Source: an optimization exercise on an open RTL-to-GDS flow (aim: small area and a short achievable clock period). Production flows keep margins and buffers that such runs may drop.
RTL that was checked went through simulation tests only; none was proved equivalent to the original.
The RTL of run 6 was laid out without a check of its function.
Power and IR drop assume default switching activity.

`flow/design.v`:
```
module stream_minhash_sketcher #(
  parameter int unsigned SKETCH_SIZE         = 16,
  parameter int unsigned H1_WIDTH            = 32,
  parameter int unsigned H2_WIDTH            = 32,
  parameter int unsigned LOG2_NUM_OF_BUCKETS = 8,
  parameter int unsigned DEDUP               = 1,
  parameter int unsigned CNT_WIDTH           = 16
) (
  input  logic                                       clk,
  input  logic                                       reset_n,
  input  logic                                       in_valid,
  output logic                                       in_ready,
  input  logic [H1_WIDTH-1:0]                        in_h1,
  input  logic [H2_WIDTH-1:0]                        in_h2,
  input  logic                                       in_last,
  output logic                                       sketch_valid,
  input  logic                                       sketch_ready,
  output logic [SKETCH_SIZE*LOG2_NUM_OF_BUCKETS-1:0] sketch_bucket,
  output logic [SKETCH_SIZE*H1_WIDTH-1:0]            sketch_h1,
  output logic [$clog2(SKETCH_SIZE+1)-1:0]           sketch_count,
  output logic [CNT_WIDTH-1:0]                       kmer_count
);
  localparam int unsigned S  = SKETCH_SIZE;
  localparam int unsigned W  = H1_WIDTH;
  localparam int unsigned L  = LOG2_NUM_OF_BUCKETS;
  localparam int unsigned CW = $clog2(SKETCH_SIZE + 1);
  localparam int unsigned N  = W + L + 1;    
  logic           started, done_q;
  logic           accept, clear, dup;
  logic [N-1:0]   ent_q [S];
  logic [N-1:0]   ent_d [S];
  logic [N-1:0]   nx_ent;
  logic [W-1:0]   xn;
  logic [S-1:0]   v_q, c_gt, eq;
  logic [S-1:0]   sel_new, sel_sh, sel_keep;
  logic [CNT_WIDTH-1:0] kmer_q;
  always_ff @(posedge clk or negedge reset_n) begin
    if (!reset_n) started <= 1'b0;
    else          started <= 1'b1;
  end
  always_ff @(posedge clk or negedge reset_n) begin
    if (!reset_n)                 done_q <= 1'b0;
    else if (done_q)              done_q <= !sketch_ready;
    else if (in_valid && started) done_q <= in_last;
  end
  assign in_ready     = started & ~done_q;
  assign sketch_valid = done_q;
  assign accept       = in_valid & started & ~done_q;
  assign clear        = (done_q & sketch_ready) | ~started;
  assign nx_ent = clear ? {1'b0, {L{1'b0}}, {W{1'b1}}} : {1'b1, in_h2[L-1:0], in_h1};
  assign xn     = ~in_h1;
  logic [S-1:0] vn, c_lt, gtn, ltn;
  logic [3:0]   neq4;
  logic         acceptn, clearn;
  assign acceptn = ~accept;
  assign clearn  = ~clear;
  for (genvar g = 0; g < S; g++) begin : g_cmp
    assign v_q[g] = ent_q[g][N-1];
    assign vn[g]  = ~ent_q[g][N-1];
    mh_cmp #(.W(W)) u_cmp (.q(ent_q[g][W-1:0]), .xn(xn), .gt(c_gt[g]), .lt(c_lt[g]));
    mh_nor2  u_gtn (.a(vn[g]), .b(c_gt[g]), .y(gtn[g]));
    mh_nand2 u_ltn (.a(v_q[g]), .b(c_lt[g]), .y(ltn[g]));
    mh_nor3  u_eq  (.a(vn[g]), .b(c_gt[g]), .c(c_lt[g]), .y(eq[g]));
  end
  for (genvar k = 0; k < 4; k++) begin : g_dup
    mh_nor4 u (.a(eq[4*k]), .b(eq[4*k+1]), .c(eq[4*k+2]), .d(eq[4*k+3]), .y(neq4[k]));
  end
  mh_nand4 u_dup (.a(neq4[0]), .b(neq4[1]), .c(neq4[2]), .d(neq4[3]), .y(dup));
  for (genvar g = 0; g < S; g++) begin : g_sel
    if (g == 0) begin : g_first
      mh_o21ai u_new (.a1(acceptn), .a2(gtn[0]), .b1(clearn), .y(sel_new[0]));
      assign sel_sh[0] = 1'b0;
      mh_inv   u_keep (.a(sel_new[0]), .y(sel_keep[0]));
    end else begin : g_rest
      mh_o31ai u_new (.a1(acceptn), .a2(ltn[g-1]), .a3(gtn[g]), .b1(clearn), .y(sel_new[g]));
      mh_nor3  u_sh  (.a(acceptn), .b(dup), .c(gtn[g-1]), .y(sel_sh[g]));
      mh_nor2  u_keep (.a(sel_new[g]), .b(sel_sh[g]), .y(sel_keep[g]));
    end
  end
  for (genvar g = 0; g < S; g++) begin : g_slot
    for (genvar b = 0; b < N; b++) begin : g_bit
      if (g == 0) begin : g_first
        mh_mux2 u_mux (.sa(sel_new[g]), .a(nx_ent[b]), .sb(sel_keep[g]), .b(ent_q[g][b]),
                       .y(ent_d[g][b]));
      end else begin : g_rest
        mh_mux3 u_mux (.sa(sel_new[g]), .a(nx_ent[b]), .sb(sel_sh[g]), .b(ent_q[g-1][b]),
                       .sc(sel_keep[g]), .c(ent_q[g][b]), .y(ent_d[g][b]));
      end
    end
  end
  always_ff @(posedge clk) begin
    for (int unsigned i = 0; i < S; i++) ent_q[i] <= ent_d[i];
  end
  always_ff @(posedge clk) begin
    if (clear)                       kmer_q <= '0;
    else if (accept && kmer_q != '1) kmer_q <= kmer_q + 1'b1;
  end
  always_comb begin
    sketch_count = '0;
    for (int unsigned i = 0; i < S; i++)
      if (v_q[i]) sketch_count = CW'(i + 1);
  end
  for (genvar g = 0; g < S; g++) begin : g_pack
    assign sketch_h1[g*W +: W]     = ent_q[g][W-1:0];
    assign sketch_bucket[g*L +: L] = ent_q[g][W+L-1:W];
  end
  assign kmer_count = kmer_q;
endmodule
module mh_mux3 (
  input  logic sa, a, sb, b, sc, c,
  output logic y
);
  assign y = (sa & a) | (sb & b) | (sc & c);
endmodule
module mh_mux2 (
  input  logic sa, a, sb, b,
  output logic y
);
  assign y = (sa & a) | (sb & b);
endmodule
module mh_cmp_leaf (
  input  logic q, xn,
  output logic gn, l
);
  assign gn = ~(q & xn);
  assign l  = ~(q | xn);
endmodule
module mh_cmp_node_a (
  input  logic gn1, l1, gn0, l0,
  output logic g, ln
);
  assign g  = ~(gn1 & (l1 | gn0));
  assign ln = ~(l1 | (gn1 & l0));
endmodule
module mh_cmp_node_b (
  input  logic g1, ln1, g0, ln0,
  output logic gn, l
);
  assign gn = ~(g1 | (ln1 & g0));
  assign l  = ~(ln1 & (g1 | ln0));
endmodule
module mh_cmp_node_c (
  input  logic gn1, l1, gn0, l0,
  output logic g, l
);
  assign g = ~(gn1 & (l1 | gn0));
  assign l = l1 | (gn1 & l0);
endmodule
module mh_cmp #(
  parameter int unsigned W = 32
) (
  input  logic [W-1:0] q,
  input  logic [W-1:0] xn,
  output logic         gt,
  output logic         lt
);
  logic [31:0] gn0, l0;       
  logic [15:0] g1, ln1;       
  logic [7:0]  gn2, l2;       
  logic [3:0]  g3, ln3;       
  logic [1:0]  gn4, l4;       
  for (genvar k = 0; k < 32; k++) begin : g_l0
    mh_cmp_leaf u (.q(q[k]), .xn(xn[k]), .gn(gn0[k]), .l(l0[k]));
  end
  for (genvar k = 0; k < 16; k++) begin : g_l1
    mh_cmp_node_a u (.gn1(gn0[2*k+1]), .l1(l0[2*k+1]), .gn0(gn0[2*k]), .l0(l0[2*k]),
                     .g(g1[k]), .ln(ln1[k]));
  end
  for (genvar k = 0; k < 8; k++) begin : g_l2
    mh_cmp_node_b u (.g1(g1[2*k+1]), .ln1(ln1[2*k+1]), .g0(g1[2*k]), .ln0(ln1[2*k]),
                     .gn(gn2[k]), .l(l2[k]));
  end
  for (genvar k = 0; k < 4; k++) begin : g_l3
    mh_cmp_node_a u (.gn1(gn2[2*k+1]), .l1(l2[2*k+1]), .gn0(gn2[2*k]), .l0(l2[2*k]),
                     .g(g3[k]), .ln(ln3[k]));
  end
  for (genvar k = 0; k < 2; k++) begin : g_l4
    mh_cmp_node_b u (.g1(g3[2*k+1]), .ln1(ln3[2*k+1]), .g0(g3[2*k]), .ln0(ln3[2*k]),
                     .gn(gn4[k]), .l(l4[k]));
  end
  mh_cmp_node_c u_root (.gn1(gn4[1]), .l1(l4[1]), .gn0(gn4[0]), .l0(l4[0]), .g(gt), .l(lt));
endmodule
module mh_inv (input logic a, output logic y);
  assign y = ~a;
endmodule
module mh_nor2 (input logic a, b, output logic y);
  assign y = ~(a | b);
endmodule
module mh_nand2 (input logic a, b, output logic y);
  assign y = ~(a & b);
endmodule
module mh_nor3 (input logic a, b, c, output logic y);
  assign y = ~(a | b | c);
endmodule
module mh_nor4 (input logic a, b, c, d, output logic y);
  assign y = ~(a | b | c | d);
endmodule
module mh_nand4 (input logic a, b, c, d, output logic y);
  assign y = ~(a & b & c & d);
endmodule
module mh_o21ai (input logic a1, a2, b1, output logic y);
  assign y = ~((a1 | a2) & b1);
endmodule
module mh_o31ai (input logic a1, a2, a3, b1, output logic y);
  assign y = ~((a1 | a2 | a3) & b1);
endmodule
```
`flow/flow/run.sh`:
```
#!/bin/bash
# The standard layout (standard.sh), with two changes: the smallest buffer on every input and
# output port instead of the default delay buffer, and ABC told to expect a light load on each
# gate output so that it does not upsize cells before placement (the resizer sizes them later
# from the real loads). Each tool's output goes to the ORFS logs under orfs/logs; make's own
# output goes to flow_make.log here.
set -euo pipefail
export BUFFER_PORTS_ARGS="-buffer_cell sky130_fd_sc_hd__buf_1"
bash standard.sh ABC_LOAD_IN_FF=1 finish > flow_make.log 2>&1
```
`flow/standard.sh`:
```
#!/bin/bash
# synth_recipe.tcl (not shown) runs the flow's synth.tcl, then flattens the netlist and writes it again
# the make line also repeats each setting of config.mk as NAME=value (left out here)
make -C /OpenROAD-flow-scripts/flow DESIGN_CONFIG=/design/flow/config.mk WORK_HOME=/design/flow/orfs CLKGATE_MAP_FILE= SYNTH_SCRIPT=/design/flow/synth_recipe.tcl "${@:-finish}"
```
`flow/config.mk`:
```
export PLATFORM = sky130hd
export DESIGN_NAME = stream_minhash_sketcher
export DESIGN_NICKNAME = stream_minhash_sketcher
export VERILOG_FILES = /design/flow/design.v
export SDC_FILE = /design/flow/constraint.sdc
export NUM_CORES = 4
export LEC_CHECK = 0
export CAP_MARGIN = 20
export CORE_MARGIN = 2
export CORE_UTILIZATION = 40
export CTS_BUF_LIST = sky130_fd_sc_hd__clkbuf_4 sky130_fd_sc_hd__clkbuf_8
export SETUP_SLACK_MARGIN = 1.0
export SLEW_MARGIN = 20
export SYNTH_HIERARCHICAL = 1
export SYNTH_MINIMUM_KEEP_SIZE = 0
```
`flow/constraint.sdc`:
```
create_clock -name core_clock -period 5.0 [get_ports {clk}]
set_input_delay 1.0000 -clock core_clock [delete_from_list [all_inputs] [get_ports {clk}]]
set_output_delay 1.0000 -clock core_clock [all_outputs]
set_load 0.01 [all_outputs]
```
==> impl_metrics.py, run 1 <==
metrics = {
    "pwr": {
        "power.density_mw_per_mm2": 578,
        "ir_drop_mv": 0.255,
        "p_leak_nw": 17.7,
        "internal_power_w": 0.0134,
        "combPwrFrac_pct": 40.3,
        "p_switching_w": 0.0111,
        "power_w": 0.0245,
        "p_clk_share_pct": 22.5,
        "switching_share_pct": 45.4,
        "power_frac_seq_pct": 37.2,
    },
    "timing": {
        "slew_headroom_pct": 27.4,
        "setup_viol": 0,
        "period_needed_ps": 3920,
        "fin_skew_ps": 37.0,
        "period_share_pct": 78.3,
        "rsz0062_at_grt": "true",
        "worstMarginPinSlew_ps": 1070,
        "fmax_ghz": 0.255,
        "finalHoldViolCount": 0,
        "drv_slew": 0,
    },
    "finish": {
        "syn2layout_area_growth_pct": 13.6,
        "layout.nets": 5322,
        "final_util_pct": 46.1,
        "final_cell_area_mm2": 0.0424,
        "drive_above_1_share_pct": 9.69,
    },
    "floorplanning": {
        "die_area_mm2": 0.0956,
        "io_pins": 732,
        "start_util_pct": 40.5,
        "coreArea_mm2": 0.0919,
        "rows": 111,
        "die_h_um": 309,
        "fp.dieW_um": 309,
    },
    "yosys": {
        "yosysTopAreaCellShare_pct": 36.1,
        "synthFlopType": "dfxtp_1",
        "synth_edf_count": 0,
        "yosysMostFrequentCell": "dfxtp_1",
        "synth-seq-cells": 674,
        "ys_types": 47,
        "ys.warnings.count": 10,
        "synthesis.area_mm2": 0.0373,
        "synth.area.top_cells": "dfxtp_1, a222oi_1, buf_4",
        "syn-num-nets": 4934,
        "synth_largest_area_cell": "dfxtp_1",
        "syn_area_per_cell_um2": 7.66,
        "ys_top_cells_by_count": "dfxtp_1, inv_1, a222oi_1",
        "synth-seq-area-share_pct": 36.2,
        "synthArstFlopShare_pct": 0.297,
        "syn_inst": 4864,
    },
    "detailed_routing": {
        "drt_wl_total_um": 156000,
        "wl_per_cell_um": 23.6,
        "routed_via_density": 5.95,
        "vias": 39200,
        "initialDrtViolationCount": 7007,
        "drtAntennaViolNets": 0,
        "drc": 0,
        "firstDrtPassIters": 16,
    },
    "setup_path": {
        "worst_path_max_delay_cell": "o311ai_0",
        "start_kind": "register",
        "critical_path_class": "register to output pin",
        "cpPeakStageDelay_ps": 810,
        "crit_fanout": 6,
        "crit_buf_inv": 1,
        "worstPathRequired_ps": 4000,
        "arrival_ps": 2920,
        "end_kind": "output pin",
        "cp_cell_sequence": "nor2_1, o311ai_0, a311oi_1, o22ai_1, buf_1",
        "critical_path.top_delay_family": "compound AO/OA/AOI/OAI gates",
    },
    "clock_tree": {
        "htree_levels": 3,
        "cts_tree": "done",
        "clk_latency_ps": 790,
        "cts_inserted_buffers": 121,
        "cts.sinks": 674,
        "cts_buffer_depth": 3,
        "clkTransAtPathRegs_ps": 60,
        "cts-root-buf": "clkbuf_8",
    },
    "grt": {
        "antenna_found_initial": 1,
        "grt_pass1_vias": 33300,
        "grt_first_pass_wirelength_um": 217000,
        "grt_overflow": 0,
        "track_usage_pct": 29.8,
        "grt_max_degree": 57,
    },
    "placed_design": {
        "hpwl_um": 114000,
        "post_dp_cell_area_mm2": 0.0392,
        "gp_congestion": 0.924,
        "io_buffer_count": 707,
    },
    "flow_run": {
        "drv_cap": 0,
    },
    "hold_path": {
        "min_path_type": "input port to register",
    },
    "run_status": {
        "status": "finished clean",
    },
}
through the flow:
stage | worst slack (ps) | hold WS, ps | setup TNS, ps | instances
finish | 1080 | 433 | 0 | 6591
global placement | -57.8 | 459 | -5930 | 6335
detailed placement | -129 | 469 | -18630 | 6338
floorplan | -1220 | 458 | -731230 | 4864
CTS | 968 | 367 | 0 | 6561
global route | 970 | 436 | 0 | 6589
modules after synthesis (local to each module, per instance), a selection:
module | cells inside | copies in the design | cell area [um^2]
stream_minhash_sketcher | 1478 | 1 | 19100
mh_mux2 | 1 | 41 | 8.76
mh_cmp_leaf | 2 | 512 | 7.51
mh_o31ai | 1 | 15 | 7.51
mh_o21ai | 1 | 1 | 5.00
mh_nor3 | 1 | 31 | 5.00
mh_inv | 1 | 1 | 3.75
sequential cells by signal, indices dropped and copies added, names as in the netlist:
register  cells
kmer_q       16
done_q        1
started       1
ent_q       656
cell families (layout without fill, tap and decap cells):
kind of cell	Yosys count	in the layout	synth area share [%]
AOI/OAI and AO/OA	1698	1698	31.8
adders and majority gates	1	1	0.0336
buffers and inverters	1280	1742	19.0
other	1	4	0.0101
and+or+nand+nor	1205	1224	12.8
DFF	674	674	36.2
muxes	5	5	0.134
layout by cell type, fill, tap and decap left out, drive strengths merged, types with 41 or more instances in the layout:
master | Yosys | final
nor2 | 550 | 569
a21oi | 491 | 491
buf | 602 | 852
a222oi | 615 | 615
dfxtp | 672 | 672
nand2 | 573 | 573
inv | 672 | 642
a22o | 41 | 41
o21ai | 503 | 503
clkbuf | 6 | 195
final timing paths:
| path | from | to | slack [ps] | cells after the start |
|---|---|---|---|---|
| hold / removal | in_last | done_q | 430 | 3 |
| max in group asynchronous | reset_n | done_q | 4220 | 2 |
| min in group asynchronous | reset_n | started | 580 | 2 |
| setup reg to reg | ent_q[2][30] | ent_q[14][6] | 1310 | 16 |
| hold reg to reg | ent_q[15][34] | ent_q[15][34] | 480 | 2 |
| setup / recovery | ent_q[1][40] | sketch_count[1] | 1080 | 5 |
repair_timing:
item	in CTS	in global routing
gates cloned	6	13
buffers inserted	0	14
endpoints found under the setup margin	319	616
hold endpoints to repair	2	0
pin swaps	6	37
resized for setup	15	159
hold buffers	1	0
power by group through the flow:
stage | Combinational, W | Clock (W) | Sequential [W]
after floorplan | 0.00724 | 0 | 0.00846
final | 0.00986 | 0.00551 | 0.00911
after global placement | 0.00910 | 0 | 0.00908
after detailed placement | 0.00932 | 0 | 0.00915
after global routing | 0.0107 | 0.00584 | 0.00934
after CTS | 0.00943 | 0.00561 | 0.00903
layer usage:
layer  share of wire (%)  wire (um)  global-route usage, %
met1                  39      60100                   37.5
met2                  46      71100                   48.1
met3                 9.8      15200                   5.98
met4                 6.0       9350                   16.2
met5                   0          0                      0
final cells by class:
class | count | area, um^2
well taps | 1243 | 1560
fillers | 9384 | 49600
clock buffers | 194 | 2390
repair buffers | 854 | 4520
flip-flops and latches | 674 | 13500
multi-input cells | 2929 | 17600
diodes | 3 | 7.51
clock inverters | 22 | 156
inverters | 672 | 2650
worst register-to-register path: stages (launching register included):
cell,delay (ps)
dfxtp_1,430
nand2_1,70
o21ai_0,230
o21ai_0,180
a21oi_1,320
o21ai_2,160
o21ai_1,180
nor3_1,80
nor4_1,330
buf_4,200
nand4_1,140
buf_6,220
nor3_4,260
nor2_4,140
buf_16,220
a222oi_1,350
inv_1,70
==> run 2, diff against run 1 <==
--- a/flow/design.v
+++ b/flow/design.v
@@ -24,7 +24,7 @@
   localparam int unsigned W  = H1_WIDTH;
   localparam int unsigned L  = LOG2_NUM_OF_BUCKETS;
   localparam int unsigned CW = $clog2(SKETCH_SIZE + 1);
-  localparam int unsigned N  = W + L + 1;    
+  localparam int unsigned N  = W + L;        
   logic           started, done_q;
   logic           accept, clear, dup;
   logic [N-1:0]   ent_q [S];
@@ -34,6 +34,7 @@
   logic [S-1:0]   v_q, c_gt, eq;
   logic [S-1:0]   sel_new, sel_sh, sel_keep;
   logic [CNT_WIDTH-1:0] kmer_q;
+  logic [CW-1:0]  count_q;
   always_ff @(posedge clk or negedge reset_n) begin
     if (!reset_n) started <= 1'b0;
     else          started <= 1'b1;
@@ -47,7 +48,7 @@
   assign sketch_valid = done_q;
   assign accept       = in_valid & started & ~done_q;
   assign clear        = (done_q & sketch_ready) | ~started;
-  assign nx_ent = clear ? {1'b0, {L{1'b0}}, {W{1'b1}}} : {1'b1, in_h2[L-1:0], in_h1};
+  assign nx_ent = clear ? {{L{1'b0}}, {W{1'b1}}} : {in_h2[L-1:0], in_h1};
   assign xn     = ~in_h1;
   logic [S-1:0] vn, c_lt, gtn, ltn;
   logic [3:0]   neq4;
@@ -55,8 +56,8 @@
   assign acceptn = ~accept;
   assign clearn  = ~clear;
   for (genvar g = 0; g < S; g++) begin : g_cmp
-    assign v_q[g] = ent_q[g][N-1];
-    assign vn[g]  = ~ent_q[g][N-1];
+    assign v_q[g] = (count_q > CW'(g));
+    assign vn[g]  = ~v_q[g];
     mh_cmp #(.W(W)) u_cmp (.q(ent_q[g][W-1:0]), .xn(xn), .gt(c_gt[g]), .lt(c_lt[g]));
     mh_nor2  u_gtn (.a(vn[g]), .b(c_gt[g]), .y(gtn[g]));
     mh_nand2 u_ltn (.a(v_q[g]), .b(c_lt[g]), .y(ltn[g]));
@@ -95,11 +96,11 @@
     if (clear)                       kmer_q <= '0;
     else if (accept && kmer_q != '1) kmer_q <= kmer_q + 1'b1;
   end
-  always_comb begin
-    sketch_count = '0;
-    for (int unsigned i = 0; i < S; i++)
-      if (v_q[i]) sketch_count = CW'(i + 1);
-  end
+  always_ff @(posedge clk) begin
+    if (clear)                             count_q <= '0;
+    else if (accept && !dup && !v_q[S-1]) count_q <= count_q + 1'b1;
+  end
+  assign sketch_count = count_q;
   for (genvar g = 0; g < S; g++) begin : g_pack
     assign sketch_h1[g*W +: W]     = ent_q[g][W-1:0];
     assign sketch_bucket[g*L +: L] = ent_q[g][W+L-1:W];
--- a/flow/config.mk
+++ b/flow/config.mk
@@ -9,6 +9,8 @@
 export CORE_MARGIN = 2
 export CORE_UTILIZATION = 40
 export CTS_BUF_LIST = sky130_fd_sc_hd__clkbuf_4 sky130_fd_sc_hd__clkbuf_8
+export CTS_CLUSTER_DIAMETER = 60
+export CTS_CLUSTER_SIZE = 14
 export SETUP_SLACK_MARGIN = 1.0
 export SLEW_MARGIN = 20
 export SYNTH_HIERARCHICAL = 1
==> impl_metrics.py, run 2 <==
metrics = {
    "floorplanning": {
        "fp.dieW_um": 289,
        "rows": 104,
        "die_area_mm2": 0.0834,
        "io_pins": 732,
        "coreArea_mm2": 0.0804,
        "die_h_um": 289,
        "start_util_pct": 40.3,
    },
    "timing": {
        "period_needed_ps": 3930,
        "fmax_ghz": 0.254,
        "rsz0062_at_grt": "true",
        "finalHoldViolCount": 0,
        "setup_viol": 0,
        "drv_slew": 0,
        "worstMarginPinSlew_ps": 1060,
        "fin_skew_ps": 53.0,
        "period_share_pct": 78.7,
        "setup_tns_ps": 0,
        "slew_headroom_pct": 29.4,
    },
    "placed_design": {
        "gp_congestion": 0.913,
        "io_buffer_count": 707,
        "post_dp_cell_area_mm2": 0.0390,
        "numPlacedInstances": 6179,
        "hpwl_um": 118000,
    },
    "yosys": {
        "synth.area.top_cells": "dfxtp_1, a222oi_1, o21ai_0",
        "syn_area_per_cell_um2": 7.63,
        "synthArstFlopShare_pct": 0.302,
        "ys_top_cells_by_count": "dfxtp_1, inv_1, a222oi_1",
        "synthesis.area_mm2": 0.0324,
        "synth-seq-area-share_pct": 40.9,
        "yosysMostFrequentCell": "dfxtp_1",
        "syn-num-nets": 4330,
        "syn_inst": 4255,
        "synth_largest_area_cell": "dfxtp_1",
        "synth-seq-cells": 663,
        "ys.warnings.count": 10,
        "synth_edf_count": 0,
        "ys_types": 46,
        "synthFlopType": "dfxtp_1",
        "yosysTopAreaCellShare_pct": 40.8,
    },
    "pwr": {
        "ir_drop_mv": 0.288,
        "internal_power_w": 0.0101,
        "p_switching_w": 0.00760,
        "power.density_mw_per_mm2": 429,
        "power_w": 0.0177,
        "combPwrFrac_pct": 36.1,
        "switching_share_pct": 42.9,
        "p_clk_share_pct": 21.8,
        "power_frac_seq_pct": 42.1,
        "p_leak_nw": 17.2,
    },
    "finish": {
        "final_cell_area_mm2": 0.0413,
        "final_cells": 6338,
        "drive_above_1_share_pct": 9.91,
        "layout.nets": 5312,
        "largest_register_ffs": 640,
        "largestRegisters": "ent_q x640, kmer_q x16, count_q x5",
        "top_register": "ent_q",
        "final_util_pct": 51.4,
        "final_common_cell": "buf_1",
        "multi_input_area_mm2": 0.0176,
        "syn2layout_area_growth_pct": 27.4,
        "final_cell_mix": "buf_1, dfxtp_1, inv_1",
        "nFillCells": 8069,
        "seq_area_mm2": 0.0133,
    },
    "setup_path": {
        "critical_path_class": "input port to register",
        "worstPathRequired_ps": 5570,
        "crit_fanout": 33,
        "end_kind": "register",
        "arrival_ps": 4500,
        "start_kind": "input port",
    },
    "grt": {
        "grt_first_pass_wirelength_um": 224000,
        "grt_overflow": 0,
        "grt_pass1_vias": 34000,
        "track_usage_pct": 35.7,
        "grt_max_degree": 41,
        "antenna_found_initial": 3,
    },
    "detailed_routing": {
        "drtAntennaViolNets": 0,
        "routed_via_density": 6.22,
        "wl_per_cell_um": 24.9,
        "vias": 39400,
        "drc": 0,
        "initialDrtViolationCount": 6438,
        "firstDrtPassIters": 14,
        "drt_wl_total_um": 158000,
    },
    "clock_tree": {
        "clk_latency_ps": 710,
        "cts-root-buf": "clkbuf_8",
        "cts_buffer_depth": 3,
        "htree_levels": 3,
        "clkTransAtPathRegs_ps": 100,
        "holdBufCountCts": 0,
        "cts_tree": "done",
        "cts.sinks": 663,
        "cts_inserted_buffers": 66,
    },
    "flow_run": {
        "drv_cap": 0,
    },
    "hold_path": {
        "min_path_type": "input port to async pin",
    },
    "run_status": {
        "status": "finished clean",
    },
}
run 2: changes by cell type after synthesis, sizes merged, moves of 5 or more:
cell | previous run | this run
buf | 602 | 2
ha | 1 | 6
nor2 | 550 | 555
a222oi | 615 | 600
dfxtp | 672 | 661
clkbuf | 6 | 12
o21ai | 503 | 509
inv | 672 | 654
run 2: area by class of cell:
class | instances | area share (%)
repair buffers | 921 | 12.4
clock buffers | 82 | 2.60
repair inverters | 7 | 0.121
clock inverters | 26 | 0.781
flip-flops and latches | 663 | 32.1
multi-input cells | 2924 | 42.5
diodes | 1 | 0.00606
inverters | 654 | 6.24
well taps | 1060 | 3.21
run 2: final timing paths:
kind | slack, ps | to | from | cells past startpoint
max in group asynchronous | 4750 | started | reset_n | 1
min in group core_clock | 490 | ent_q[15][34] | ent_q[15][34] | 2
setup reg to reg | 1270 | ent_q[11][13] | ent_q[12][7] | 17
setup / recovery | 1070 | ent_q[11][13] | in_h1[5] | 19
hold reg to reg | 490 | ent_q[15][34] | ent_q[15][34] | 2
hold / removal | 110 | done_q | reset_n | 1
run 2: timing repair:
| item | CTS | global route |
|---|---|---|
| pin swaps | 0 | 34 |
| cloned | 6 | 1 |
| resized for setup | 61 | 209 |
| setup buffers | 21 | 22 |
| setup endpoints to repair | 601 | 604 |
run 2: power by group through the flow:
stage | registers [W] | logic (W) | clock network (W)
5_1_grt | 0.00760 | 0.00689 | 0.00413
3_5_place_dp | 0.00755 | 0.00601 | 0
4_1_cts | 0.00743 | 0.00609 | 0.00393
3_3_place_gp | 0.00752 | 0.00591 | 0
2_1_floorplan | 0.00767 | 0.00285 | 0
6_report | 0.00746 | 0.00640 | 0.00387
run 2: worst max-delay path, cell delays in order:
cell	delay, ps
buf_1	120
clkinvlp_4	110
buf_12	180
nor2_1	150
o21ai_0	110
a21oi_2	290
a21oi_1	250
o21ai_0	210
buf_4	150
a21o_1	120
nor3_1	60
nor4_2	320
nand4_1	210
buf_6	220
nor3_4	210
nor2_4	110
buf_12	200
a222oi_1	350
inv_1	80
run 2: metal layers:
layer / track usage (%) / up-vias / wire length [um]
li1: - / 17900 / -
met1: 44.9 / 18900 / 60500
met2: 56.3 / 2172 / 69600
met3: 10.0 / 378 / 18800
met4: 17.2 / 2 / 9110
met5: 0 / - / 16
run 2: through the flow:
| step | worst slack, ps | hold WS [ps] |
|---|---|---|
| after CTS | 1000 | 58.6 |
| after floorplan | -1210 | 506 |
| after global placement | 24.3 | 462 |
| final | 1070 | 106 |
| after detailed placement | -73.5 | 467 |
| after global routing | 970 | 72.2 |
run 2: Yosys stat by module (local to each module, per instance), a selection:
module	times used	flops+latches
stream_minhash_sketcher	1	663
mh_nor3	31	0
mh_mux3	600	0
mh_cmp_leaf	512	0
mh_cmp_node_c	16	0
mh_cmp_node_b	160	0
mh_nand2	15	0
mh_cmp_node_a	320	0
mh_nand4	1	0
mh_nor4	4	0
mh_nor2	31	0
mh_o21ai	1	0
mh_inv	1	0
run 2: cells by family after synthesis:
group	Yosys count	synth area share (%)
AOI/OAI and AO/OA	1688	36.1
muxes	6	0.185
DFF	663	40.9
buffers and inverters	668	7.74
xor gates and xnor gates	2	0.0540
adders and majority gates	6	0.231
other	1	0.0116
and+or+nand+nor	1221	14.7
==> run 3, diff against run 2 <==
--- a/flow/config.mk
+++ b/flow/config.mk
@@ -11,7 +11,7 @@
 export CTS_BUF_LIST = sky130_fd_sc_hd__clkbuf_4 sky130_fd_sc_hd__clkbuf_8
 export CTS_CLUSTER_DIAMETER = 60
 export CTS_CLUSTER_SIZE = 14
-export SETUP_SLACK_MARGIN = 1.0
+export SETUP_SLACK_MARGIN = 0.7
 export SLEW_MARGIN = 20
 export SYNTH_HIERARCHICAL = 1
 export SYNTH_MINIMUM_KEEP_SIZE = 0
==> impl_metrics.py, run 3 <==
metrics = {
    "clock_tree": {
        "htree_levels": 3,
        "cts_inserted_buffers": 66,
        "cts_tree": "done",
        "cts-root-buf": "clkbuf_8",
        "cts.sinks": 663,
        "clk_latency_ps": 700,
        "clkTransAtPathRegs_ps": 100,
        "cts_buffer_depth": 3,
        "holdBufCountCts": 0,
    },
    "detailed_routing": {
        "vias": 39300,
        "routed_via_density": 6.20,
        "wl_per_cell_um": 24.9,
        "drc": 0,
        "firstDrtPassIters": 13,
        "drtAntennaViolNets": 0,
        "drt_wl_total_um": 158000,
        "initialDrtViolationCount": 6469,
    },
    "yosys": {
        "ys.warnings.count": 10,
        "synth-seq-cells": 663,
        "yosysMostFrequentCell": "dfxtp_1",
        "yosysTopAreaCellShare_pct": 40.8,
        "syn_inst": 4255,
        "synth-seq-area-share_pct": 40.9,
        "synth.area.top_cells": "dfxtp_1, a222oi_1, o21ai_0",
        "ys_top_cells_by_count": "dfxtp_1, inv_1, a222oi_1",
        "ys_types": 46,
        "synth_edf_count": 0,
        "synth_largest_area_cell": "dfxtp_1",
        "syn-num-nets": 4330,
        "synthFlopType": "dfxtp_1",
        "synthesis.area_mm2": 0.0324,
        "syn_area_per_cell_um2": 7.63,
        "synthArstFlopShare_pct": 0.302,
    },
    "floorplanning": {
        "start_util_pct": 40.3,
        "coreArea_mm2": 0.0804,
        "die_area_mm2": 0.0834,
        "io_pins": 732,
        "fp.dieW_um": 289,
        "rows": 104,
        "die_h_um": 289,
    },
    "pwr": {
        "power.density_mw_per_mm2": 429,
        "power_frac_seq_pct": 42.5,
        "p_leak_nw": 17.1,
        "switching_share_pct": 42.6,
        "combPwrFrac_pct": 35.4,
        "p_clk_share_pct": 22.0,
        "p_switching_w": 0.00748,
        "internal_power_w": 0.0101,
        "ir_drop_mv": 0.291,
    },
    "setup_path": {
        "start_kind": "input port",
        "crit_buf_inv": 7,
        "crit_fanout": 40,
        "cp_cell_sequence": "clkbuf_2, clkinvlp_4, buf_4, nor2_1, o21ai_0, a21oi_1, o21ai_0, buf_4, a21oi_1, o21ai_0, nor3_1, nor4_2, nand4_1, buf_4, nor3_4, buf_4, a222oi_1, inv_1",
        "critical_path_class": "input port to register",
        "cpPeakStageDelay_ps": 390,
        "arrival_ps": 4750,
        "end_kind": "register",
        "worstPathRequired_ps": 5550,
        "critical_path.top_delay_family": "compound AO/OA/AOI/OAI gates",
        "path_common_cell": "buf_4",
        "worst_path_max_delay_cell": "a21oi_1",
    },
    "timing": {
        "worstMarginPinSlew_ps": 1090,
        "rsz0062_at_grt": "false",
        "slew_headroom_pct": 27.3,
        "period_needed_ps": 4200,
        "setup_viol": 0,
        "fin_skew_ps": 49.9,
        "period_share_pct": 84.0,
        "finalHoldViolCount": 0,
        "fmax_ghz": 0.238,
        "drv_slew": 0,
        "holdWs_ps": 102,
    },
    "grt": {
        "antenna_found_initial": 6,
        "grt_first_pass_wirelength_um": 221000,
        "grt_pass1_vias": 33800,
        "grt_overflow": 0,
        "grt_max_degree": 41,
        "track_usage_pct": 35.2,
    },
    "placed_design": {
        "hpwl_um": 118000,
        "gp_congestion": 0.913,
        "numPlacedInstances": 6179,
        "io_buffer_count": 707,
    },
    "run_status": {
        "status": "finished clean",
    },
    "finish": {
        "final_common_cell": "buf_1",
        "largestRegisters": "ent_q x640, kmer_q x16, count_q x5",
        "top_register": "ent_q",
        "syn2layout_area_growth_pct": 26.0,
        "final_cells": 6335,
        "largest_register_ffs": 640,
        "final_cell_mix": "buf_1, dfxtp_1, inv_1",
        "layout.nets": 5309,
        "drive_above_1_share_pct": 8.29,
    },
    "flow_run": {
        "drv_cap": 0,
    },
    "hold_path": {
        "min_path_type": "input port to async pin",
    },
}
## run 3: stage by stage
| step | area, um^2 | setup slack, ps | utilization, % | setup TNS, ps | power (W) |
|---|---|---|---|---|---|
| finish | 40900 | 800 | 50.9 | 0 | 0.0175 |
| detailed placement | 39000 | -73.5 | 48.5 | -8340 | 0.0136 |
| global placement | 39000 | 24.3 | 48.5 | 0 | 0.0134 |
| floorplan | 32700 | -1210 | - | -702400 | 0.0105 |
| global route | 40900 | 694 | 50.9 | 0 | 0.0184 |
| CTS | 40400 | 737 | 50.2 | 0 | 0.0174 |
## run 3: worst paths after layout
kind | from | endpoint | slack (ps) | depth (start not counted)
min in group core_clock | ent_q[15][34] | ent_q[15][34] | 490 | 2
worst max-delay path | in_h1[7] | ent_q[2][8] | 800 | 18
worst min register to register | ent_q[15][34] | ent_q[15][34] | 490 | 2
worst max register to register | ent_q[12][31] | ent_q[1][39] | 1110 | 15
max in group asynchronous | reset_n | started | 4760 | 1
worst min-delay path | reset_n | done_q | 100 | 1
## run 3: logic make-up after synthesis
logic type      count (synthesis)  synth area share (%)
simple gates                 1221                  14.7
other cells                     1                0.0116
compound gates               1688                  36.1
mux                             6                 0.185
buf+inv                       668                  7.74
flops                         663                  40.9
fa+ha+maj                       6                 0.231
xor+xnor                        2                0.0540
## run 3: repair_timing
item	4_1_cts	5_1_grt
setup endpoints to repair	61	602
gates resized for setup	1	93
pin swaps	0	1
gates cloned	0	8
setup buffers	0	39
## run 3: power by group through the flow
stage / logic, W / registers, W / clock network [W]
2_1_floorplan: 0.00285 / 0.00767 / 0
3_3_place_gp: 0.00591 / 0.00752 / 0
3_5_place_dp: 0.00601 / 0.00755 / 0
4_1_cts: 0.00602 / 0.00743 / 0.00393
6_report: 0.00622 / 0.00746 / 0.00386
5_1_grt: 0.00671 / 0.00760 / 0.00412
## run 3: cell type report
type / count / area, um^2
clock buffer: 82 / 1070
tap: 1060 / 1330
timing repair inverter: 8 / 57.6
sequential: 663 / 13300
antenna: 1 / 2.50
inverter: 654 / 2580
multi-input combinational: 2924 / 17200
clock inverter: 26 / 323
timing repair buffer: 917 / 5000
fill: 8074 / 39500
## run 3: modules after synthesis, one instance, submodules excluded, excerpt
module                   copies in the design  cells inside  cell area, um^2  flip-flops and latches
mh_nor3                                    31             1             5.00                       0
mh_mux3                                   600             2             13.8                       0
stream_minhash_sketcher                     1           900            14500                     663
mh_nand2                                   15             1             3.75                       0
mh_nand4                                    1             1             6.26                       0
mh_cmp_node_a                             320             2             10.0                       0
## run 3: routing by layer
layer | global-route usage [%] | wire length (um) | vias up | share of wire, %
met1 | 44.3 | 60600 | 18700 | 38
met2 | 55.9 | 69900 | 2239 | 44
met4 | 16.8 | 8650 | 6 | 5.5
met5 | 0 | 39 | - | 0.025
li1 | - | - | 18000 | -
met3 | 9.35 | 18600 | 368 | 12
==> run 4, diff against run 3 <==
--- a/flow/config.mk
+++ b/flow/config.mk
@@ -11,7 +11,7 @@
 export CTS_BUF_LIST = sky130_fd_sc_hd__clkbuf_4 sky130_fd_sc_hd__clkbuf_8
 export CTS_CLUSTER_DIAMETER = 60
 export CTS_CLUSTER_SIZE = 14
-export SETUP_SLACK_MARGIN = 0.7
+export SETUP_SLACK_MARGIN = 1.3
 export SLEW_MARGIN = 20
 export SYNTH_HIERARCHICAL = 1
 export SYNTH_MINIMUM_KEEP_SIZE = 0
==> impl_metrics.py, run 4 <==
metrics = {
    "yosys": {
        "syn_inst": 4255,
        "synth_edf_count": 0,
        "synth-seq-area-share_pct": 40.9,
        "synthesis.area_mm2": 0.0324,
        "synthFlopType": "dfxtp_1",
        "synthArstFlopShare_pct": 0.302,
        "yosysTopAreaCellShare_pct": 40.8,
        "ys_types": 46,
        "ys_top_cells_by_count": "dfxtp_1, inv_1, a222oi_1",
        "yosysMostFrequentCell": "dfxtp_1",
        "syn-num-nets": 4330,
        "synth_largest_area_cell": "dfxtp_1",
        "syn_area_per_cell_um2": 7.63,
        "ys.warnings.count": 10,
        "synth-seq-cells": 663,
        "synth.area.top_cells": "dfxtp_1, a222oi_1, o21ai_0",
    },
    "floorplanning": {
        "die_area_mm2": 0.0834,
        "die_h_um": 289,
        "rows": 104,
        "io_pins": 732,
        "start_util_pct": 40.3,
        "coreArea_mm2": 0.0804,
        "fp.dieW_um": 289,
    },
    "timing": {
        "period_share_pct": 79.2,
        "fmax_ghz": 0.252,
        "period_needed_ps": 3960,
        "finalHoldViolCount": 0,
        "holdWs_ps": 102,
        "setup_viol": 0,
        "slew_headroom_pct": 31.1,
        "setup_tns_ps": 0,
        "rsz0062_at_grt": "true",
        "fin_skew_ps": 57.6,
        "worstMarginPinSlew_ps": 1030,
        "layout_setup_ws_ps": 1040,
        "drv_slew": 0,
    },
    "placed_design": {
        "gp_congestion": 0.913,
        "numPlacedInstances": 6179,
        "io_buffer_count": 707,
        "hpwl_um": 118000,
        "place_ws_ps": -73.5,
    },
    "grt": {
        "grt_pass1_vias": 34200,
        "grt_first_pass_wirelength_um": 225000,
        "grt_max_degree": 41,
        "track_usage_pct": 35.8,
        "antenna_found_initial": 4,
        "grt_overflow": 0,
    },
    "setup_path": {
        "start_kind": "input port",
        "end_kind": "register",
        "cp_cell_sequence": "clkbuf_2, clkinvlp_4, buf_12, buf_8, nor2_4, o21ai_1, a21oi_2, a21oi_2, o21ai_1, buf_4, a21o_1, nor3_1, nor4_2, nand4_1, buf_6, nor3_4, nor2_4, clkbuf_16, a222oi_1, inv_1",
        "critical_path.top_delay_family": "buffers and inverters",
        "worst_path_max_delay_cell": "nor4_2",
        "crit_buf_inv": 8,
        "cpPeakStageDelay_ps": 390,
        "crit_fanout": 16,
        "critical_path_class": "input port to register",
        "worstPathRequired_ps": 5580,
        "arrival_ps": 4540,
    },
    "detailed_routing": {
        "vias": 39900,
        "wl_per_cell_um": 25.5,
        "drt_wl_total_um": 162000,
        "routed_via_density": 6.26,
        "drtAntennaViolNets": 0,
        "firstDrtPassIters": 12,
        "drc": 0,
        "initialDrtViolationCount": 6659,
    },
    "flow_run": {
        "drv_cap": 0,
    },
    "finish": {
        "drive_above_1_share_pct": 13.8,
        "largestRegisters": "ent_q x640, kmer_q x16, count_q x5",
        "largest_register_ffs": 640,
        "layout.nets": 5344,
        "syn2layout_area_growth_pct": 31.3,
        "final_cell_mix": "buf_1, dfxtp_1, inv_1",
        "nFillCells": 7953,
        "final_util_pct": 53.0,
        "top_register": "ent_q",
        "final_common_cell": "buf_1",
        "final_cells": 6371,
    },
    "clock_tree": {
        "cts_inserted_buffers": 66,
        "clk_latency_ps": 710,
        "htree_levels": 3,
        "cts-root-buf": "clkbuf_8",
        "cts_tree": "done",
        "cts_buffer_depth": 3,
        "cts.sinks": 663,
        "clkTransAtPathRegs_ps": 100,
    },
    "pwr": {
        "ir_drop_mv": 0.292,
        "p_leak_nw": 17.6,
        "switching_share_pct": 43.3,
        "power.density_mw_per_mm2": 427,
        "combPwrFrac_pct": 37.5,
        "internal_power_w": 0.0103,
        "p_switching_w": 0.00789,
        "p_clk_share_pct": 21.3,
        "power_frac_seq_pct": 41.2,
    },
    "run_status": {
        "status": "finished clean",
    },
    "hold_path": {
        "min_path_type": "input port to async pin",
    },
}
run 4: cell families (layout without fill, tap and decap cells):
logic type	count (synthesis)	after routing	share of synthesized area, %
xor+xnor	2	2	0.0540
compound gates	1688	1688	36.1
flops	663	663	40.9
fa+ha+maj	6	6	0.231
mux	6	6	0.185
buf+inv	668	1722	7.74
simple gates	1221	1221	14.7
other cells	1	3	0.0116
run 4: what timing repair did:
item,CTS,global route
gates resized for setup,250,363
buffers inserted,39,29
hold buffers,0,0
endpoints found under the setup margin,605,605
pin swaps,29,533
cloned,6,8
run 4: worst paths after layout:
check                      depth (start not counted)  slack [ps]           from             to
setup / recovery                                  20        1040       in_h1[5]   ent_q[11][2]
hold / removal                                     1         100        reset_n         done_q
setup reg to reg                                  18        1260   ent_q[13][7]   ent_q[11][2]
hold reg to reg                                    2         500  ent_q[15][34]  ent_q[15][34]
max in group asynchronous                          1        4760        reset_n        started
min in group core_clock                            2         500  ent_q[15][34]  ent_q[15][34]
run 4: final cells by class:
type                    instances  area (um^2)  area share, %
multi-input cells            2924        18400           43.1
flip-flops and latches        663        13300           31.2
repair buffers                954         5590           13.1
inverters                     654         2580           6.05
well taps                    1060         1330           3.11
clock buffers                  82         1070           2.52
clock inverters                26          323          0.758
repair inverters                6         45.0          0.106
diodes                          2         5.00         0.0117
run 4: stage by stage:
step	cell area (um^2)	total power, W
2_1_floorplan	32700	0.0105
3_3_place_gp	39000	0.0134
3_5_place_dp	39000	0.0136
4_1_cts	41200	0.0176
5_1_grt	42600	0.0191
6_report	42600	0.0182
run 4: power groups by stage:
stage / Combinational [W] / Sequential (W) / Clock, W
floorplan: 0.00285 / 0.00767 / 0
global placement: 0.00591 / 0.00752 / 0
detailed placement: 0.00601 / 0.00755 / 0
CTS: 0.00628 / 0.00743 / 0.00393
global route: 0.00731 / 0.00763 / 0.00412
finish: 0.00683 / 0.00750 / 0.00387
run 4: per-module statistics from Yosys (local to each module, per instance), excerpt:
module / flip-flops and latches / cells / copies in the design / area [um^2]
stream_minhash_sketcher: 663 / 900 / 1 / 14500
mh_mux3: 0 / 2 / 600 / 13.8
mh_cmp_node_c: 0 / 2 / 16 / 12.5
mh_cmp_node_b: 0 / 2 / 160 / 10.0
mh_mux2: 0 / 1 / 40 / 8.76
mh_nor4: 0 / 1 / 4 / 6.26
mh_o21ai: 0 / 1 / 1 / 5.00
mh_nor3: 0 / 1 / 31 / 5.00
mh_nand2: 0 / 1 / 15 / 3.75
mh_inv: 0 / 1 / 1 / 3.75
run 4: per-layer routing:
layer,GRT usage (%),share of wire [%]
met5,0,0.0099
met4,17.3,5.8
met3,9.76,12
met2,56.6,44
met1,45.2,38
==> run 5, diff against run 4 <==
--- a/flow/config.mk
+++ b/flow/config.mk
@@ -7,11 +7,12 @@
 export LEC_CHECK = 0
 export CAP_MARGIN = 20
 export CORE_MARGIN = 2
-export CORE_UTILIZATION = 40
+export CORE_UTILIZATION = 60
 export CTS_BUF_LIST = sky130_fd_sc_hd__clkbuf_4 sky130_fd_sc_hd__clkbuf_8
 export CTS_CLUSTER_DIAMETER = 60
 export CTS_CLUSTER_SIZE = 14
-export SETUP_SLACK_MARGIN = 1.3
+export PLACE_DENSITY = 0.72
+export SETUP_SLACK_MARGIN = 1.0
 export SLEW_MARGIN = 20
 export SYNTH_HIERARCHICAL = 1
 export SYNTH_MINIMUM_KEEP_SIZE = 0
==> impl_metrics.py, run 5 <==
metrics = {
    "placed_design": {
        "post_dp_cell_area_mm2": 0.0381,
        "place_ws_ps": -275,
        "io_buffer_count": 707,
        "hpwl_um": 106000,
        "gp_congestion": 1.03,
    },
    "yosys": {
        "syn-num-nets": 4330,
        "synth_largest_area_cell": "dfxtp_1",
        "synthFlopType": "dfxtp_1",
        "syn_inst": 4255,
        "synth-seq-cells": 663,
        "yosysMostFrequentCell": "dfxtp_1",
        "synth_edf_count": 0,
        "synth.area.top_cells": "dfxtp_1, a222oi_1, o21ai_0",
        "yosysTopAreaCellShare_pct": 40.8,
        "synthesis.area_mm2": 0.0324,
        "ys_types": 46,
        "synth-seq-area-share_pct": 40.9,
        "ys_top_cells_by_count": "dfxtp_1, inv_1, a222oi_1",
        "synthArstFlopShare_pct": 0.302,
        "ys.warnings.count": 10,
        "syn_area_per_cell_um2": 7.63,
    },
    "detailed_routing": {
        "drtAntennaViolNets": 0,
        "drt_wl_total_um": 146000,
        "routed_via_density": 6.81,
        "wl_per_cell_um": 24.7,
        "firstDrtPassIters": 17,
        "vias": 40200,
        "initialDrtViolationCount": 7585,
        "drc": 0,
    },
    "clock_tree": {
        "cts_inserted_buffers": 56,
        "cts.sinks": 663,
        "cts_buffer_depth": 3,
        "clkTransAtPathRegs_ps": 90,
        "cts-root-buf": "clkbuf_8",
        "htree_levels": 2,
        "cts_tree": "done",
        "clk_latency_ps": 750,
        "holdBufCountCts": 0,
    },
    "timing": {
        "setup_viol": 0,
        "period_needed_ps": 4090,
        "drv_slew": 0,
        "slew_headroom_pct": 30.7,
        "rsz0062_at_grt": "true",
        "worstMarginPinSlew_ps": 1040,
        "fin_skew_ps": 48.2,
        "holdWs_ps": 19.0,
        "fmax_ghz": 0.245,
        "finalHoldViolCount": 0,
        "period_share_pct": 81.8,
        "layout_setup_ws_ps": 910,
    },
    "grt": {
        "grt_busiest_layer": "met2",
        "met2_usage_pct": 77.0,
        "track_usage_pct": 48.5,
        "use_met1_pct": 51.5,
        "grt_overflow": 0,
        "grt_max_degree": 41,
        "antenna_found_initial": 7,
        "use_met3_pct": 17.6,
        "grt_first_pass_wirelength_um": 210000,
        "grt_pass1_vias": 35500,
    },
    "finish": {
        "nFillCells": 4448,
        "final_cell_area_mm2": 0.0401,
        "largest_register_ffs": 640,
        "multi_input_area_mm2": 0.0177,
        "layout.nets": 5259,
        "final_common_cell": "buf_1",
        "final_util_pct": 74.8,
        "top_register": "ent_q",
        "largestRegisters": "ent_q x640, kmer_q x16, count_q x5",
        "final_cell_mix": "buf_1, dfxtp_1, inv_1",
        "seq_area_mm2": 0.0133,
        "syn2layout_area_growth_pct": 23.6,
        "drive_above_1_share_pct": 8.88,
    },
    "floorplanning": {
        "fp.dieW_um": 237,
        "die_area_mm2": 0.0560,
        "rows": 85,
        "die_h_um": 237,
        "io_pins": 732,
        "start_util_pct": 60.5,
        "coreArea_mm2": 0.0536,
    },
    "setup_path": {
        "end_kind": "register",
        "worstPathRequired_ps": 5620,
        "arrival_ps": 4710,
        "critical_path_class": "input port to register",
        "start_kind": "input port",
        "crit_fanout": 16,
    },
    "run_status": {
        "status": "finished clean",
    },
    "pwr": {
        "p_switching_w": 0.00737,
        "p_leak_nw": 16.8,
        "internal_power_w": 0.00950,
        "ir_drop_mv": 0.293,
        "p_clk_share_pct": 18.0,
        "power_frac_seq_pct": 44.2,
        "switching_share_pct": 43.7,
        "combPwrFrac_pct": 37.8,
        "power.density_mw_per_mm2": 421,
    },
    "hold_path": {
        "min_path_type": "input port to async pin",
    },
    "flow_run": {
        "drv_cap": 0,
    },
}
[run 5: final timing paths]
check,slack [ps],startpoint,to,cells after the start
setup / recovery,910,in_h1[7],ent_q[11][4],18
hold / removal,20,reset_n,started,1
setup reg to reg,1110,ent_q[13][7],ent_q[11][4],16
hold reg to reg,490,ent_q[15][36],ent_q[15][36],2
max in group asynchronous,4860,reset_n,done_q,1
min in group core_clock,490,ent_q[15][36],ent_q[15][36],2
[run 5: cell families (layout without fill, tap and decap cells)]
kind of cell	count (synthesis)	after routing	share of synthesized area [%]
AND/OR/NAND/NOR	1221	1224	14.7
flip-flops	663	663	40.9
AO/OA/AOI/OAI	1688	1688	36.1
adder cells (fa/ha/maj)	6	6	0.231
buffers and inverters	668	1612	7.74
XOR/XNOR	2	2	0.0540
multiplexers	6	6	0.185
other	1	4	0.0116
[run 5: per-layer routing]
| metal | vias up | part of all wire, % |
|---|---|---|
| met5 | - | 0.034 |
| met4 | 2 | 11 |
| met3 | 873 | 15 |
| met2 | 3019 | 43 |
| met1 | 18500 | 31 |
| li1 | 17800 | - |
[run 5: metrics by stage]
stage / setup TNS [ps] / instances / total power (W)
after global routing: 0 / 5901 / 0.0175
after CTS: 0 / 5874 / 0.0163
after global placement: -11680 / 5770 / 0.0130
after floorplan: -702400 / 4255 / 0.0105
final: 0 / 5901 / 0.0169
after detailed placement: -75600 / 5776 / 0.0133
[run 5: worst max-delay path, stage by stage]
cell	delay, ps
clkbuf_4	160
clkinvlp_4	190
buf_8	160
nor2_1	60
a21oi_1	260
o21ai_2	140
o21ai_2	310
a21oi_1	190
o21ai_1	250
nor3_1	110
nor4_2	360
nand4_1	240
buf_6	240
nor3_4	210
nor2_4	100
buf_12	190
a222oi_1	450
inv_1	90
[run 5: Yosys stat by module (local to each module, per instance), a selection]
module / flops+latches / cells inside / copies in the design
mh_mux3: 0 / 2 / 600
mh_cmp_leaf: 0 / 2 / 512
mh_nor2: 0 / 1 / 31
mh_nand2: 0 / 1 / 15
stream_minhash_sketcher: 663 / 900 / 1
mh_nand4: 0 / 1 / 1
mh_nor3: 0 / 1 / 31
mh_o31ai: 0 / 1 / 15
mh_cmp_node_c: 0 / 2 / 16
mh_cmp_node_b: 0 / 2 / 160
mh_nor4: 0 / 1 / 4
[run 5: timing repair]
action | CTS | global route
gates cloned | 3 | 6
endpoints found under the setup margin | 605 | 605
pin swaps | 14 | 67
buffers inserted | 19 | 18
resized for setup | 63 | 243
hold endpoints to repair | 0 | 0
[run 5: final cells by class]
type / instances / area share (%)
antenna: 3 / 0.0187
clock buffer: 65 / 2.15
clock inverter: 11 / 0.206
inverter: 654 / 6.43
multi-input combinational: 2927 / 44.1
sequential: 663 / 33.1
tap: 696 / 2.17
timing repair buffer: 880 / 11.8
timing repair inverter: 2 / 0.0312
[run 5: power by group through the flow]
stage	registers (W)	logic [W]	clock network (W)
2_1_floorplan	0.00767	0.00285	0
3_3_place_gp	0.00748	0.00556	0
3_5_place_dp	0.00752	0.00573	0
4_1_cts	0.00740	0.00584	0.00301
5_1_grt	0.00758	0.00674	0.00321
6_report	0.00746	0.00637	0.00304
==> run 6, diff against run 5 <==
--- a/flow/design.v
+++ b/flow/design.v
@@ -52,6 +52,8 @@
   assign xn     = ~in_h1;
   logic [S-1:0] vn, c_lt, gtn, ltn;
   logic [3:0]   neq4;
+  logic [S-1:0] gtp;
+  logic         ndup;
   logic         acceptn, clearn;
   assign acceptn = ~accept;
   assign clearn  = ~clear;
@@ -60,13 +62,15 @@
     assign vn[g]  = ~v_q[g];
     mh_cmp #(.W(W)) u_cmp (.q(ent_q[g][W-1:0]), .xn(xn), .gt(c_gt[g]), .lt(c_lt[g]));
     mh_nor2  u_gtn (.a(vn[g]), .b(c_gt[g]), .y(gtn[g]));
+    mh_or2   u_gtp (.a(vn[g]), .b(c_gt[g]), .y(gtp[g]));
     mh_nand2 u_ltn (.a(v_q[g]), .b(c_lt[g]), .y(ltn[g]));
     mh_nor3  u_eq  (.a(vn[g]), .b(c_gt[g]), .c(c_lt[g]), .y(eq[g]));
   end
   for (genvar k = 0; k < 4; k++) begin : g_dup
     mh_nor4 u (.a(eq[4*k]), .b(eq[4*k+1]), .c(eq[4*k+2]), .d(eq[4*k+3]), .y(neq4[k]));
   end
-  mh_nand4 u_dup (.a(neq4[0]), .b(neq4[1]), .c(neq4[2]), .d(neq4[3]), .y(dup));
+  mh_nand4 u_dup  (.a(neq4[0]), .b(neq4[1]), .c(neq4[2]), .d(neq4[3]), .y(dup));
+  mh_and4  u_ndup (.a(neq4[0]), .b(neq4[1]), .c(neq4[2]), .d(neq4[3]), .y(ndup));
   for (genvar g = 0; g < S; g++) begin : g_sel
     if (g == 0) begin : g_first
       mh_o21ai u_new (.a1(acceptn), .a2(gtn[0]), .b1(clearn), .y(sel_new[0]));
@@ -75,7 +79,7 @@
     end else begin : g_rest
       mh_o31ai u_new (.a1(acceptn), .a2(ltn[g-1]), .a3(gtn[g]), .b1(clearn), .y(sel_new[g]));
       mh_nor3  u_sh  (.a(acceptn), .b(dup), .c(gtn[g-1]), .y(sel_sh[g]));
-      mh_nor2  u_keep (.a(sel_new[g]), .b(sel_sh[g]), .y(sel_keep[g]));
+      mh_a31oi u_keep (.a1(accept), .a2(gtp[g]), .a3(ndup), .b1(clear), .y(sel_keep[g]));
     end
   end
   for (genvar g = 0; g < S; g++) begin : g_slot
@@ -196,6 +200,15 @@
 module mh_nor4 (input logic a, b, c, d, output logic y);
   assign y = ~(a | b | c | d);
 endmodule
+module mh_or2 (input logic a, b, output logic y);
+  assign y = a | b;
+endmodule
+module mh_and4 (input logic a, b, c, d, output logic y);
+  assign y = a & b & c & d;
+endmodule
+module mh_a31oi (input logic a1, a2, a3, b1, output logic y);
+  assign y = ~((a1 & a2 & a3) | b1);
+endmodule
 module mh_nand4 (input logic a, b, c, d, output logic y);
   assign y = ~(a & b & c & d);
 endmodule
--- a/flow/config.mk
+++ b/flow/config.mk
@@ -7,11 +7,10 @@
 export LEC_CHECK = 0
 export CAP_MARGIN = 20
 export CORE_MARGIN = 2
-export CORE_UTILIZATION = 60
+export CORE_UTILIZATION = 40
 export CTS_BUF_LIST = sky130_fd_sc_hd__clkbuf_4 sky130_fd_sc_hd__clkbuf_8
 export CTS_CLUSTER_DIAMETER = 60
 export CTS_CLUSTER_SIZE = 14
-export PLACE_DENSITY = 0.72
 export SETUP_SLACK_MARGIN = 1.0
 export SLEW_MARGIN = 20
 export SYNTH_HIERARCHICAL = 1
==> impl_metrics.py, run 6 <==
metrics = {
    "setup_path": {
        "rrSetupSlack_ps": 1240,
        "critical_path.top_delay_family": "simple AND/OR/NAND/NOR gates",
        "reg2reg_depth": 16,
        "arrival_ps": 4580,
        "cpPeakStageDelay_ps": 430,
        "cp_cell_sequence": "buf_1, clkinvlp_4, buf_12, nor2_1, o21ai_0, a21oi_1, a21oi_1, buf_4, o21ai_2, a21o_1, nor3_1, nor4_2, buf_4, nand4_1, buf_4, nor4bb_4, buf_4, o21a_4, mux2i_1, nor2_1",
        "crit_fanout": 33,
        "regToRegStartpoint": "ent_q[2][15]",
        "r2r-end": "count_q[1]",
        "path_common_cell": "buf_4",
        "critical_path_class": "input port to register",
        "end_kind": "register",
        "start_kind": "input port",
        "worstPathRequired_ps": 5530,
        "worst_path_max_delay_cell": "nor4bb_4",
        "crit_buf_inv": 7,
    },
    "timing": {
        "layout_setup_ws_ps": 956,
        "setup_tns_ps": 0,
        "period_share_pct": 80.9,
        "finalHoldViolCount": 0,
        "drv_slew": 0,
        "period_needed_ps": 4040,
        "slew_headroom_pct": 37.9,
        "fin_skew_ps": 42.3,
        "rsz0062_at_grt": "false",
        "setup_viol": 0,
        "fmax_ghz": 0.247,
        "worstMarginPinSlew_ps": 929,
    },
    "finish": {
        "layout.nets": 5256,
        "nFillCells": 7954,
        "final_cell_mix": "buf_1, dfxtp_1, inv_1",
        "top_register": "ent_q",
        "largestRegisters": "ent_q x640, kmer_q x16, count_q x5",
        "syn2layout_area_growth_pct": 26.2,
        "largest_register_ffs": 640,
        "final_common_cell": "buf_1",
        "drive_above_1_share_pct": 8.71,
    },
    "placed_design": {
        "hpwl_um": 110000,
        "place_ws_ps": -508,
        "io_buffer_count": 707,
        "gp_congestion": 0.933,
    },
    "detailed_routing": {
        "firstDrtPassIters": 11,
        "vias": 38500,
        "drc": 0,
        "drt_wl_total_um": 145000,
        "initialDrtViolationCount": 6207,
        "wl_per_cell_um": 23.1,
        "routed_via_density": 6.12,
        "drtAntennaViolNets": 0,
    },
    "floorplanning": {
        "fp.dieW_um": 290,
        "coreArea_mm2": 0.0807,
        "rows": 104,
        "die_area_mm2": 0.0839,
        "io_pins": 732,
        "die_h_um": 290,
        "start_util_pct": 40.5,
    },
    "yosys": {
        "synth_edf_count": 0,
        "synthFlopType": "dfxtp_1",
        "ys_top_cells_by_count": "dfxtp_1, inv_1, a222oi_1",
        "synthesis.area_mm2": 0.0327,
        "synth-seq-cells": 663,
        "yosysMostFrequentCell": "dfxtp_1",
        "ys_types": 50,
        "syn_area_per_cell_um2": 7.66,
        "syn-num-nets": 4339,
        "syn_inst": 4264,
        "yosysTopAreaCellShare_pct": 40.5,
        "synth.area.top_cells": "dfxtp_1, a222oi_1, o21ai_0",
        "synthArstFlopShare_pct": 0.302,
        "synth-seq-area-share_pct": 40.7,
        "synth_largest_area_cell": "dfxtp_1",
        "ys.warnings.count": 10,
    },
    "grt": {
        "grt_overflow": 0,
        "grt_pass1_vias": 32300,
        "antenna_found_initial": 3,
        "grt_first_pass_wirelength_um": 207000,
        "grt_max_degree": 41,
        "track_usage_pct": 32.1,
    },
    "hold_path": {
        "min_path_type": "input port to async pin",
    },
    "pwr": {
        "p_leak_nw": 17.0,
        "power.density_mw_per_mm2": 419,
        "ir_drop_mv": 0.236,
        "power_w": 0.0173,
    },
    "clock_tree": {
        "htree_levels": 3,
        "holdBufCountCts": 0,
        "cts_inserted_buffers": 67,
        "clk_latency_ps": 710,
        "cts.sinks": 663,
        "cts_buffer_depth": 3,
        "clkTransAtPathRegs_ps": 90,
        "cts_tree": "done",
        "cts-root-buf": "clkbuf_8",
    },
    "run_status": {
        "status": "finished clean",
    },
    "flow_run": {
        "drv_cap": 0,
    },
}
run 6: through the flow:
step / util, % / hold WS [ps] / cells / instance area [um^2]
floorplan: - / 526 / 4264 / 32900
global placement: 48.4 / 458 / 6145 / 39000
detailed placement: 48.4 / 468 / 6145 / 39000
CTS: 50.5 / 27.7 / 6267 / 40700
global route: 51.1 / 42.3 / 6286 / 41200
finish: 51.1 / 64.7 / 6286 / 41200
run 6: report_power, final:
| group | internal [W] | switching [W] | total, W |
|---|---|---|---|
| registers | 0.00621 | 0.00124 | 0.00745 |
| logic | 0.00207 | 0.00385 | 0.00592 |
| clock network | 0.00175 | 0.00214 | 0.00389 |
| total | 0.0100 | 0.00723 | 0.0173 |
run 6: layer usage:
layer | GRT usage (%) | vias to the layer above | wire length, um
li1 | - | 17900 | -
met1 | 42.0 | 18200 | 58000
met2 | 51.8 | 2049 | 65500
met3 | 5.82 | 277 | 14600
met4 | 13.6 | 0 | 7040
met5 | 0 | - | 0
run 6: how the worst max path moves through the flow:
stage / end / cells after the start / from
after floorplan: ent_q[14][0] / 13 / in_h1[31]
after global placement: count_q[1] / 19 / in_h1[30]
after detailed placement: count_q[1] / 18 / in_h1[30]
after CTS: count_q[1] / 19 / in_h1[7]
after global routing: count_q[1] / 19 / in_h1[13]
final: count_q[1] / 20 / in_h1[13]
run 6: cell families after synthesis:
| kind of cell | after synthesis | synth area share, % |
|---|---|---|
| adders and majority gates | 6 | 0.230 |
| xor gates and xnor gates | 3 | 0.0805 |
| AOI/OAI and AO/OA | 1707 | 36.4 |
| muxes | 5 | 0.153 |
| DFF | 663 | 40.7 |
| buffers and inverters | 668 | 7.70 |
| and+or+nand+nor | 1211 | 14.8 |
| other | 1 | 0.0115 |
run 6: layout make-up:
| type | instances | area [um^2] | share of cell area, % |
|---|---|---|---|
| Inverter | 655 | 2580 | 6.26 |
| Tap cell | 1060 | 1330 | 3.22 |
| Clock buffer | 87 | 1150 | 2.78 |
| Timing Repair Buffer | 859 | 4710 | 11.4 |
| Sequential cell | 663 | 13300 | 32.2 |
| Antenna cell | 1 | 2.50 | 0.00607 |
| Multi-Input combinational cell | 2933 | 17900 | 43.3 |
| Timing Repair inverter | 2 | 15.0 | 0.0364 |
| Clock inverter | 26 | 309 | 0.750 |
run 6: what timing repair did:
item,CTS,global route
gates cloned,2,2
pin swaps,1,26
setup buffers,7,16
resized for setup,97,156
endpoints found under the setup margin,605,605
run 6: per-module statistics from Yosys, one instance, submodules excluded, a selection:
| module | cells | area, um^2 | times used |
|---|---|---|---|
| mh_cmp_node_b | 2 | 10.0 | 160 |
| mh_and4 | 1 | 8.76 | 1 |
| mh_o31ai | 1 | 7.51 | 15 |
| mh_cmp_leaf | 2 | 7.51 | 512 |
| mh_or2 | 1 | 6.26 | 15 |
| mh_nand4 | 1 | 6.26 | 1 |
| mh_nor3 | 1 | 5.00 | 31 |
| mh_inv | 1 | 3.75 | 1 |
| mh_nand2 | 1 | 3.75 | 15 |

==> static timing again, ports no longer ideal <==
The flow's constraints put no driver on any port. The routed layouts listed below were extracted and timed again, unchanged, in two steps. Step 1, drivers: a clkbuf_16 drives clk and a buf_2 each remaining input, both assumed. Step 2 moves the port delays by t, midway between the first and last clock arrival at a register: inputs arrive t later, outputs are due t later. That takes back most of the time a late clock gives input paths. Three values: no drivers, after step 1, after step 2; two values: the first two.
run | t, ns | setup slack, ns | hold WS [ns]
run 1 | 0.833 | 1.083 / 1.023 / 0.318 | 0.433 / 0.398 / 0.479
run 2 | 0.748 | 1.067 / 1.111 / 0.363 | 0.106 / 0.059 / 0.494
run 3 | 0.746 | 0.800 / 0.844 / 0.098 | 0.102 / 0.057 / 0.491
run 4 | 0.749 | 1.038 / 1.084 / 0.335 | 0.102 / 0.054 / 0.500
run 5 | 0.790 | 0.910 / 0.952 / 0.162 | 0.019 / 0.105 / 0.490
run 6 | 0.751 | 0.956 / 0.990 / 0.239 | 0.065 / 0.040 / 0.487
After both steps every run listed still meets setup and hold. For run 1, which loses most, drivers alone change the setup slack by -0.060 ns; drivers and shift together by -0.765 ns.
